From an optimization exercise on the open Yosys and OpenROAD flow, aimed at small area and a short achievable clock period; shortcuts taken in it are not production practice. RTL that was checked went through simulation tests only; none was proved equivalent to the original. Power and IR drop assume default switching activity.

Setup of v6:
// ss_bridge_top
module ss_bridge_top #(
	parameter int FIFO_AW = 6
) (
	input  logic        mclk,
	input  logic        ST_ALE,
	input  logic        st_req,
	input  logic        st_we,
	input  logic [7:0]  st_addr,
	input  logic [15:0] st_wdata,
	output logic [15:0] st_rdata,
	output logic        st_rvalid,
	output logic        st_irq,
	input  logic        ss_req,
	input  logic        ss_we,
	input  logic        ss_cs2,
	input  logic [14:1] ss_addr,
	input  logic [15:0] ss_wdata,
	output logic [15:0] ss_rdata,
	output logic        ss_rvalid,
	output logic        ss_irq
);
Size in the first run: ~3,500 cells after synthesis, roughly 97 I/O pins.
export LEC_CHECK = 0
export CAP_MARGIN = 20
export CORE_MARGIN = 2
export CORE_UTILIZATION = 60
export SETUP_SLACK_MARGIN = 2.1
export SLEW_MARGIN = 20
export SYNTH_HIERARCHICAL = 1
export SYNTH_MINIMUM_KEEP_SIZE = 0
create_clock -name core_clock -period 4.5 [get_ports {mclk}]
run.sh (not shown) runs the stock make flow with config.mk's settings and CLKGATE_MAP_FILE= SYNTH_SCRIPT=/design/flow/synth_recipe.tcl, a recipe that flattens the netlist after the stock synthesis.
diff inputs: v6 => v7
-- flow/design.v --
<<< v6, line 133
	logic             flag_cdc_n, flag_cmd_n, flag_fifo_n;
	logic             fifo_empty_d;
	logic [15:0]        sr [DEPTH-1];
	logic [15:0]        stage;
	logic               push_q;
	logic [FIFO_AW:0]   m, m_inc, m_dec;
	logic               fifo_empty, fifo_full;
>>> v7, line 133
	logic             flag_cdc_n, flag_cmd_n, flag_fifo_n;
	logic             fifo_empty_d;
	logic [15:0]        sr [DEPTH];
	logic [FIFO_AW:0]   m, m_inc, m_dec;
	logic               fifo_empty, fifo_full;
<<< v6, line 226
	always_ff @(posedge mclk)
	begin
		stage <= wr_word;
		if (push_q)
		begin
			sr[0] <= stage;
			for (int i = 1; i < DEPTH-1; i++)
				sr[i] <= sr[i-1];
		end
	end
	logic [FIFO_AW:0] m_n, m_dec2;
	assign m_dec2 = m - 2'd2;
	always_comb
	begin
>>> v7, line 224
	always_ff @(posedge mclk)
	begin
		if (wr_en)
		begin
			sr[0] <= wr_word;
			for (int i = 1; i < DEPTH; i++)
				sr[i] <= sr[i-1];
		end
	end
	logic [FIFO_AW:0] m_n;
	always_comb
	begin
<<< v6, line 247
			m_n = m;
	end
	logic [FIFO_AW:0] p_n;
	logic [7:0]       sel_hi, sel_lo;
	assign p_n = rd_en ? m_dec2 : m_dec;
	always_ff @(posedge mclk or posedge ST_ALE)
	begin
>>> v7, line 243
			m_n = m;
	end
	logic [7:0] sel_hi, sel_lo;
	always_ff @(posedge mclk or posedge ST_ALE)
	begin
<<< v6, line 255
		begin
			m      <= '1;
			push_q <= 1'b0;
			sel_hi <= 8'h80;
			sel_lo <= 8'h40;
		end
		else
		begin
			m      <= m_n;
			push_q <= wr_en;
			for (int j = 0; j < 8; j++)
			begin
				sel_hi[j] <= (p_n[5:3] == 3'(j));
				sel_lo[j] <= (p_n[2:0] == 3'(j));
			end
		end
>>> v7, line 249
		begin
			m      <= '1;
			sel_hi <= 8'h80;
			sel_lo <= 8'h80;
		end
		else
		begin
			m <= m_n;
			for (int j = 0; j < 8; j++)
			begin
				sel_hi[j] <= (m_n[5:3] == 3'(j));
				sel_lo[j] <= (m_n[2:0] == 3'(j));
			end
		end
<<< v6, line 279
			for (genvar k = 0; k < 8; k++)
			begin : g_bit
				if (8*j+k == DEPTH-1)
					assign d[k] = stage[b];
				else
					assign d[k] = sr[8*j+k][b];
			end
			fifo_sel8 u_lo (.d(d), .s(sel_lo), .y(grp[j]));
>>> v7, line 271
			for (genvar k = 0; k < 8; k++)
			begin : g_bit
				if (8*j+k == 0)
					assign d[k] = 1'b0;
				else
					assign d[k] = sr[8*j+k-1][b];
			end
			fifo_sel8 u_lo (.d(d), .s(sel_lo), .y(grp[j]));
--- outcome ---
- Number of global-route vias before repair of v7 falls short of that of v6 slightly.
- Relative to v6, total power divided by cell area has decreased by about 24% in v7.
- v7 vs. v6: final clock period utilization by the worst path now smaller, overall die height about even, wire length of the first global-routing pass has increased, area growth from synthesis to layout shows an increase of 5.2 points, share of async-settable or async-resettable flops after synthesis now sits at about the same level.
- Diff v6 and v7: total design power lower in v7
- Routed wire length for v7: about 3.6% up relative to v6
- Worst setup slack | v7 above v6
- v7 ended up with met4 as its top layer reached by signal wires; v6 ended up with met5.
No run of this note included a check of the RTL's function; only the layout flow was run.


Setup of main:
Another version of the RTL of ss_bridge_top (not shown whole).
For scale: about 1300 flip-flops, ~97 I/O pins, roughly 0.053 sq mm of cells after synthesis.
clock: 4.5 ns
lec_check: 0
cap_margin: 20
core_margin: 2
core_utilization: 60
setup_slack_margin: 2.2
slew_margin: 20
synth_hierarchical: 1
synth_minimum_keep_size: 0
tns_end_percent: 20
Here is what was changed in the inputs of the feature branch compared with main.
diff --git a/flow/design.v b/flow/design.v
--- a/flow/design.v
+++ b/flow/design.v
@@ -57,25 +57,18 @@
 	} ss_op_e;
 endpackage
 module fifo_sel8 (
 	input  logic [7:0] d,
 	input  logic [7:0] s,
 	output logic       y
 );
 	assign y = |(d & s);
 endmodule
-module irq_any16 (
-	input  logic [15:0] a,
-	input  logic [15:0] b,
-	output logic        y
-);
-	assign y = |(a & b);
-endmodule
 import st_map_pkg::*;
 import ss_map_pkg::*;
 module ss_bridge_top #(
 	parameter int FIFO_AW = 6
 ) (
 	input  logic        mclk,
 	input  logic        ST_ALE,
 	input  logic        st_req,
 	input  logic        st_we,
@@ -161,42 +154,18 @@
 		if (st_hirq_set)
 			hirq_n = hirq | st_wdata;
 		else if (st_hirq_clr)
 			hirq_n = hirq & ~st_wdata;
 		else if (ss_hirq_and)
 			hirq_n = hirq & ss_wdata;
 		else
 			hirq_n = hirq;
 	end
-	logic [15:0] h_set, h_clr, h_and;
-	logic        i_set_m, i_clr_m, i_and_m, i_hold_m, i_set_w, i_clr_w, i_hold_w;
-	logic        ss_irq_n;
-	assign h_set = hirq | st_wdata;
-	assign h_clr = hirq & ~st_wdata;
-	assign h_and = hirq & ss_wdata;
-	irq_any16 u_i_set_m  (.a(h_set), .b(hirq_mask), .y(i_set_m));
-	irq_any16 u_i_clr_m  (.a(h_clr), .b(hirq_mask), .y(i_clr_m));
-	irq_any16 u_i_and_m  (.a(h_and), .b(hirq_mask), .y(i_and_m));
-	irq_any16 u_i_hold_m (.a(hirq),  .b(hirq_mask), .y(i_hold_m));
-	irq_any16 u_i_set_w  (.a(h_set), .b(ss_wdata),  .y(i_set_w));
-	irq_any16 u_i_clr_w  (.a(h_clr), .b(ss_wdata),  .y(i_clr_w));
-	irq_any16 u_i_hold_w (.a(hirq),  .b(ss_wdata),  .y(i_hold_w));
-	always_comb
-	begin
-		if (st_hirq_set)
-			ss_irq_n = ss_mask_we ? i_set_w : i_set_m;
-		else if (st_hirq_clr)
-			ss_irq_n = ss_mask_we ? i_clr_w : i_clr_m;
-		else if (ss_hirq_and)
-			ss_irq_n = i_and_m;
-		else
-			ss_irq_n = ss_mask_we ? i_hold_w : i_hold_m;
-	end
 	assign flag_cdc_n  = (ss_cr_we & (ss_idx == 2'd3))
 		| (flag_cdc & ~(st_ack & st_wdata[CTRL_CDC_EN]));
 	assign flag_cmd_n  = ss_cmd_we
 		| (flag_cmd & ~(st_ack & st_wdata[CTRL_CMD_EN]));
 	assign flag_fifo_n = (fifo_empty & ~fifo_empty_d)
 		| (flag_fifo & ~(st_ack & st_wdata[CTRL_FIFO_EN]));
 	always_ff @(posedge mclk or posedge ST_ALE)
 	begin
 		if (ST_ALE)
@@ -219,19 +188,19 @@
 		begin
 			st_ctrl      <= st_ctrl_n;
 			hirq         <= hirq_n;
 			hirq_mask    <= hirq_mask_n;
 			flag_cdc     <= flag_cdc_n;
 			flag_cmd     <= flag_cmd_n;
 			flag_fifo    <= flag_fifo_n;
 			fifo_empty_d <= fifo_empty;
 			st_irq       <= |(st_ctrl_n[2:0] & {flag_fifo_n, flag_cmd_n, flag_cdc_n});
-			ss_irq       <= ss_irq_n;
+			ss_irq       <= |(hirq_n & hirq_mask_n);
 			if (ss_ctrl_we)
 				ss_ctrl <= ss_wdata;
 			if (st_cmd_clr)
 				ss_cmd <= '0;
 			else if (ss_cmd_we)
 				ss_cmd <= ss_wdata;
 			if (ss_data_we)
 				ss_data <= ss_wdata;
 			else if (st_data_we)
==> results.txt <==
From main to the feature branch the numbers moved as follows: register-to-register slack lost 0.18 ns, adder and majority gate portion of the synthesized area neither gained nor lost much, post-CTS setup repair buffer count lost 12, worst setup slack lost 0.54 ns. A launching element of the worst setup path of st_addr[1] is what main shows, while ss_addr[13] belongs to the feature branch. Going from main to the feature branch, the global-route wire length before repair was found to have gone down by about 7.5%. Compared with main, the feature branch improves via count. On the feature branch: non-clock buffer share of cell area is 0.76 points lower than what main gave. The die used by the feature branch is smaller than the one used by main. Comparing the feature branch and main, the higher share of power burned in the clock network was measured on main.
For the feature branch, only the layout was checked, not whether the RTL still works.

[static timing again, ports no longer ideal]
The results above use ideal ports. As a check the final layouts listed here were re-extracted and re-timed, cells and wires unchanged.
Step 1 assumes that a clkbuf_16 drives the clock port and a buf_2 every other input.
Step 2, shift: input delay + t, output delay - t, t = (earliest + latest rising clock arrival at the registers) / 2. This alone moves slack from input paths to output paths.
Slacks: ideal / step 1 / step 2; pairs: ideal / step 1.
| run | t (ns) | slack for setup (ns) | hold WS [ns] | worst setup path after step 2 | latest minus earliest clock arrival (ns) |
|---|---|---|---|---|---|
| v6 | 0.808 | 1.430 / 1.470 / 0.662 | 0.436 / 0.436 / 0.436 | input to register | 0.035 / 0.034 |
| v7 | 0.808 | 1.956 / 2.006 / 1.198 | 0.443 / 0.443 / 0.443 | input to register | 0.027 / 0.028 |
| main | 0.819 | 1.952 / 1.905 / 1.168 | 0.433 / 0.433 / 0.433 | input to register | 0.029 / 0.029 |
| the feature branch | 0.816 | 1.416 / 1.458 / 0.642 | 0.438 / 0.438 / 0.438 | input to register | 0.030 / 0.030 |
After both steps setup and hold are still met in every run listed. The setup slack of main, which loses most, moves by -0.047 ns with the drivers and by -0.784 ns with both steps.
